Source: an optimization exercise on an open RTL-to-GDS flow (aim: small area, a short achievable clock period and few clock cycles per item). Production flows keep margins and buffers that such runs may drop.
The RTL was checked by simulation tests, not by an equivalence proof against the original design.

==> garnet <==
## gradient_stop_colormap_unit
module gradient_stop_colormap_unit (
   input  logic         clock,
   input  logic         reset,
   input  logic         csr_we,
   input  logic [2:0]   csr_index,
   input  logic [31:0]  csr_wdata,
   input  logic         req_tvalid,
   output logic         req_tready,
   input  logic [7:0]   req_tdata,    
   output logic         rsp_tvalid,
   input  logic         rsp_tready,
   output logic [23:0]  rsp_tdata     
);
clock: 9.0 ns
lec_check: 0
cap_margin: 20
core_margin: 2
core_utilization: 70
setup_slack_margin: 3.5
slew_margin: 20
run.sh (not shown) runs the stock make flow with config.mk's settings and CLKGATE_MAP_FILE= SYNTH_SCRIPT=/design/flow/synth_recipe.tcl, a recipe that flattens the netlist after the stock synthesis.
==> inputs of pepper, as changes to garnet <==
CORE_UTILIZATION = 55   (was 70)
CTS_CLUSTER_DIAMETER = 80   (was not set)
CTS_CLUSTER_SIZE = 28   (was not set)
SETUP_SLACK_MARGIN = 4.5   (was 3.5)
==> inputs of harbor, as changes to garnet <==
CORE_UTILIZATION = 55   (was 70)
CTS_CLUSTER_DIAMETER = 80   (was not set)
CTS_CLUSTER_SIZE = 28   (was not set)
SETUP_SLACK_MARGIN = 5   (was 3.5)
==> notes <==
Synthesized cell count is the same in harbor and garnet.
Of pepper and harbor, harbor has the higher clock-buffer cell count (gap 3).
Non-clock buffer count: pepper is lower than harbor (178).
Register-to-register slack: harbor > pepper > garnet.
Of garnet and pepper, pepper has the higher die area (gap 21%, measured against pepper).
In area after synthesis, garnet and pepper do not differ.
Testbench counts of garnet, summed over its fixed seeds: cycles 18,373, items 16,000.
Testbench counts of pepper, summed over its fixed seeds: cycles 18,373, items 16,000.
Testbench counts of harbor, summed over its fixed seeds: cycles 18,373, items 16,000.

* * *

==> build 82 <==
Another version of the RTL of gradient_stop_colormap_unit (not shown whole).
==> flow/design.v (excerpt) <==
module gradient_stop_colormap_unit (
   input  logic         clock,
   input  logic         reset,
   input  logic         csr_we,
   input  logic [2:0]   csr_index,
   input  logic [31:0]  csr_wdata,
   input  logic         req_tvalid,
   output logic         req_tready,
   input  logic [7:0]   req_tdata,    
   output logic         rsp_tvalid,
   input  logic         rsp_tready,
   output logic [23:0]  rsp_tdata     
);
   localparam int QDEPTH = 8;
   localparam int CAP    = QDEPTH + 1;    
   localparam int CW     = $clog2(CAP + 1);
   logic        acc, pop;
   logic [CW-1:0] cnt_ff, cnt_in;
   logic        rdy_ff;
   logic        f_valid, f_last;
   logic [23:0] f_ca, f_cb;
   logic [7:0]  f_pa, f_pb, f_lvl;
   logic        b_valid;
   logic [23:0] b_rgb;
   logic [23:0] q_data;
   assign acc = req_tvalid && rdy_ff;
   assign pop = rsp_tvalid && rsp_tready;
   always_comb begin
      cnt_in = cnt_ff;
      if (acc && !pop) cnt_in = cnt_ff + CW'(1);
      else if (pop && !acc) cnt_in = cnt_ff - CW'(1);
   end
  ...
Settings: LEC_CHECK=0, CAP_MARGIN=20, CORE_MARGIN=2, CORE_UTILIZATION=55, SETUP_SLACK_MARGIN=4.5, SLEW_MARGIN=20; clock period 9.0 ns.
==> inputs of build 14, as changes to build 82 <==
--- a/flow/design.v
+++ b/flow/design.v
@@ -13,55 +13,51 @@
    output logic [7:0]   out_pa,      
    output logic [7:0]   out_pb,      
    output logic [7:0]   out_lvl,
    output logic         out_last     
 );
    logic [2:0]   cnt_ff;
    logic [191:0] stops_ff;
-   logic         wr_ff;
-   logic [2:0]   wr_idx_ff;
-   logic [31:0]  wr_data_ff;
-   logic         l_valid_ff;
-   logic [7:0]   l_level_ff;
+   logic         wr_en;
+   logic [2:0]   wr_idx;
+   logic [31:0]  wr_data;
+   logic         acc_v;
+   logic [7:0]   lvl;
    logic [5:1]   in_use, below, run;
    logic [5:0]   sel;
    logic         last;
    logic [31:0]  sa, sb;
    logic         r_valid_ff;
    logic [31:0]  r_sa_ff, r_sb_ff;
    logic [7:0]   r_lvl_ff;
    logic         r_last_ff;
-   always_ff @(posedge clock) begin
-      wr_ff      <= csr_we && !reset;
-      wr_idx_ff  <= csr_index;
-      wr_data_ff <= csr_wdata;
-   end
+   assign wr_en      = csr_we;
+   assign wr_idx  = csr_index;
+   assign wr_data = csr_wdata;
    logic [6:0]  reg_en;
    logic [31:0] dat0, dat1;
    always_comb begin
       for (int i = 0; i < 7; i++) begin
-         reg_en[i] = reset || (wr_ff && (wr_idx_ff == 3'(i)));
+         reg_en[i] = reset || (wr_en && (wr_idx == 3'(i)));
       end
-      dat0 = reset ? 32'd0 : wr_data_ff;
-      dat1 = reset ? 32'hFFFF_FFFF : wr_data_ff;
+      dat0 = reset ? 32'd0 : wr_data;
+      dat1 = reset ? 32'hFFFF_FFFF : wr_data;
    end
    always_ff @(posedge clock) begin
-      if (reg_en[0]) cnt_ff <= reset ? 3'd2 : wr_data_ff[2:0];
+      if (reg_en[0]) cnt_ff <= reset ? 3'd2 : wr_data[2:0];
       for (int i = 0; i < 6; i++) begin
          if (reg_en[i+1]) stops_ff[i*32 +: 32] <= (i == 1) ? dat1 : dat0;
       end
    end
-   always_ff @(posedge clock) begin
-      l_valid_ff <= in_acc && !reset;
-      l_level_ff <= in_level;
-   end
+   assign acc_v = in_acc;
+   assign lvl = in_level;
    always_comb begin
       for (int i = 1; i < 6; i++) begin
          in_use[i] = (cnt_ff > 3'(i));
-         below[i]  = in_use[i] && (stops_ff[i*32 + 24 +: 8] < l_level_ff);
+         below[i]  = in_use[i] && (stops_ff[i*32 + 24 +: 8] < lvl);
       end
       run[1] = below[1];
       for (int i = 2; i < 6; i++) run[i] = run[i-1] && below[i];
       sel[0] = !run[1];
       for (int i = 1; i < 5; i++) sel[i] = run[i] && !run[i+1];
       sel[5] = run[5];
       last = run[5] || !in_use[1];
@@ -74,18 +70,18 @@
          sa = sa | ({32{sel[i]}} & stops_ff[i*32 +: 32]);
       end
       for (int i = 0; i < 5; i++) begin
          sb = sb | ({32{sel[i]}} & stops_ff[(i+1)*32 +: 32]);
       end
    end
    always_ff @(posedge clock) begin
-      r_valid_ff <= l_valid_ff && !reset;
+      r_valid_ff <= acc_v && !reset;
       r_sa_ff    <= sa;
       r_sb_ff    <= sb;
-      r_lvl_ff   <= l_level_ff;
+      r_lvl_ff   <= lvl;
       r_last_ff  <= last;
    end
    assign out_valid = r_valid_ff;
    assign out_ca    = r_sa_ff[23:0];
    assign out_cb    = r_sb_ff[23:0];
    assign out_pa    = r_sa_ff[31:24];
    assign out_pb    = r_sb_ff[31:24];
@@ -212,23 +208,51 @@
    always_ff @(posedge clock) begin
       p_valid <= in_valid && !reset;
       p_span  <= span;
       p_base  <= base;
       p_rows  <= rows;
    end
    localparam int SW = 1 + 8 + 72;
+   function automatic logic [8:0] sub_step(input logic [7:0] r, input logic w,
+                                           input logic [7:0] s);
+      logic [7:0] x, g, p, g1, p1, g2, p2, g3, d;
+      logic [8:0] b;
+      x  = {r[6:0], w};
+      g  = ~x & s;
+      p  = ~(x ^ s);
+      g1 = g;
+      p1 = p;
+      for (int i = 1; i < 8; i += 2) begin
+         g1[i] = g[i] | (p[i] & g[i-1]);
+         p1[i] = p[i] & p[i-1];
+      end
+      g2 = g1;
+      p2 = p1;
+      for (int i = 0; i < 8; i++) begin
+         if (i % 4 >= 2) begin
+            g2[i] = g1[i] | (p1[i] & g1[(i/4)*4 + 1]);
+            p2[i] = p1[i] & p1[(i/4)*4 + 1];
+         end
+      end
+      g3 = g2;
+      for (int i = 4; i < 8; i++) begin
+         g3[i] = g2[i] | (p2[i] & g2[3]);
+      end
+      b = {g3, 1'b0};
+      d = x ^ s ^ b[7:0];
+      if (r[7] || !b[8]) sub_step = {1'b1, d};
+      else               sub_step = {1'b0, x};
+   endfunction
    function automatic logic [SW-1:0] div_step(input logic [SW-1:0] st);
-      logic [8:0] x;
-      logic [8:0] diff;
+      logic [8:0] qr;
       div_step = st;
       for (int c = 0; c < 3; c++) begin
-         x    = {st[c*24 + 8 +: 8], st[c*24 + 7]};
-         diff = x - {1'b0, st[79:72]};
-         div_step[c*24 + 8 +: 8] = diff[8] ? x[7:0] : diff[7:0];
-         div_step[c*24 +: 8]     = {st[c*24 +: 7], !diff[8]};
+         qr = sub_step(st[c*24 + 8 +: 8], st[c*24 + 7], st[79:72]);
+         div_step[c*24 + 8 +: 8] = qr[7:0];
+         div_step[c*24 +: 8]     = {st[c*24 +: 7], qr[8]};
       end
    endfunction
    logic [SW-1:0] n0, s0, s2, s4, s6;
    logic [SW-1:0] d1, d3, d5, d7;
    always_comb begin
       n0 = {p_valid, p_span, 72'd0};
       for (int c = 0; c < 3; c++) begin
@@ -241,23 +265,21 @@
    always_ff @(posedge clock) d3 <= {s2[SW-1] && !reset, s2[SW-2:0]};
    assign s4 = div_step(div_step(d3));
    always_ff @(posedge clock) d5 <= {s4[SW-1] && !reset, s4[SW-2:0]};
    assign s6 = div_step(div_step(d5));
    always_ff @(posedge clock) d7 <= {s6[SW-1] && !reset, s6[SW-2:0]};
    always_comb begin
       for (int c = 0; c < 3; c++) begin
-         logic [8:0] x;
-         logic [8:0] diff;
+         logic [8:0] qr;
          logic [7:0] q_hi, sum0, sum1;
-         x    = {d7[c*24 + 8 +: 8], d7[c*24 + 7]};
-         diff = x - {1'b0, d7[79:72]};
+         qr   = sub_step(d7[c*24 + 8 +: 8], d7[c*24 + 7], d7[79:72]);
          q_hi = {d7[c*24 +: 7], 1'b0};
          sum0 = d7[c*24 + 16 +: 8] + q_hi;
          sum1 = d7[c*24 + 16 +: 8] + (q_hi | 8'd1);
-         out_rgb[c*8 +: 8] = diff[8] ? sum0 : sum1;
+         out_rgb[c*8 +: 8] = qr[8] ? sum1 : sum0;
       end
    end
    assign out_valid = d7[SW-1];
 endmodule
 module gscm_mul8h (
    input  logic [7:0]  a,
    input  logic [7:0]  b,
@@ -474,15 +496,15 @@
    input  logic         req_tvalid,
    output logic         req_tready,
    input  logic [7:0]   req_tdata,    
    output logic         rsp_tvalid,
    input  logic         rsp_tready,
    output logic [23:0]  rsp_tdata     
 );
-   localparam int QDEPTH = 8;
+   localparam int QDEPTH = 7;
    localparam int CAP    = QDEPTH + 1;    
    localparam int CW     = $clog2(CAP + 1);
    logic        acc, pop;
    logic [CW-1:0] cnt_ff, cnt_in;
    logic        rdy_ff;
    logic        f_valid, f_last;
    logic [23:0] f_ca, f_cb;
==> summary.txt <==
R2R Path Start -> u_front.r_sb_ff[8]
CTS sink count -> 997
Clock Skew -> 52.1 ps
Die Span Y -> 307 µm
Vias per cell -> 5.73
Dpl ws -> 3350 ps
Met2 usage -> 44.7%
Status -> timing/DRC/antenna clean
Top cells by area, synth -> edfxtp_1 (24%), dfxtp_1 (23%), ha_1 (9.4%), fa_1 (6.5%), inv_1 (2.8%)
Source of the figures above: build 82

==> summary.txt <==
Status -> timing/DRC/antenna clean
Clock Skew -> 73.5 ps
Dpl ws -> 3230 ps
R2R Path Start -> u_front.r_sa_ff[19]
Vias per cell -> 5.68
Top cells by area, synth -> edfxtp_1 (24%), dfxtp_1 (23%), ha_1 (9.4%), fa_1 (8.6%), a21oi_1 (3.7%)
Die Span Y -> 298 µm
CTS sink count -> 925
Met2 usage -> 46.7%
Source of the figures above: build 14

Testbench counts of build 82, summed over its fixed seeds: cycles 18,378, items 16,000.
Testbench counts of build 14, summed over its fixed seeds: cycles 18,373, items 16,000.

## afterwards: timing with drivers on the ports
No port has a modelled driver above. Below, the same layouts with a new extraction and two added sets of constraints.
Step 1 (the two cells are an assumption about what drives the block):
set clk [get_ports {clock}]
set_driving_cell -lib_cell sky130_fd_sc_hd__clkbuf_16 $clk
set_driving_cell -lib_cell sky130_fd_sc_hd__buf_2 [delete_from_list [all_inputs] $clk]
Step 2 also shifts input and output timing later by t, the mid clock arrival at the registers, as if the neighbouring blocks saw the same clock.
a / b / c = ideal ports / drivers / drivers and shift; a / b = the first two.
| run | t (ns) | setup WS [ns] | pins driven straight from the clock port |
|---|---|---|---|
| garnet | 0.693 | 3.863 / 3.863 / 3.322 | 1 |
| pepper | 0.694 | 4.629 / 4.665 / 3.971 | 1 |
| harbor | 0.685 | 4.791 / 4.791 / 4.461 | 1 |
| build 82 | 0.763 | 4.225 / 4.225 / 4.225 | 1 |
| build 14 | 0.730 | 4.341 / 4.341 / 3.965 | 1 |
After both steps setup and hold are still met in every run listed. The setup slack of pepper, which loses most, moves by +0.036 ns with the drivers and by -0.658 ns with both steps.
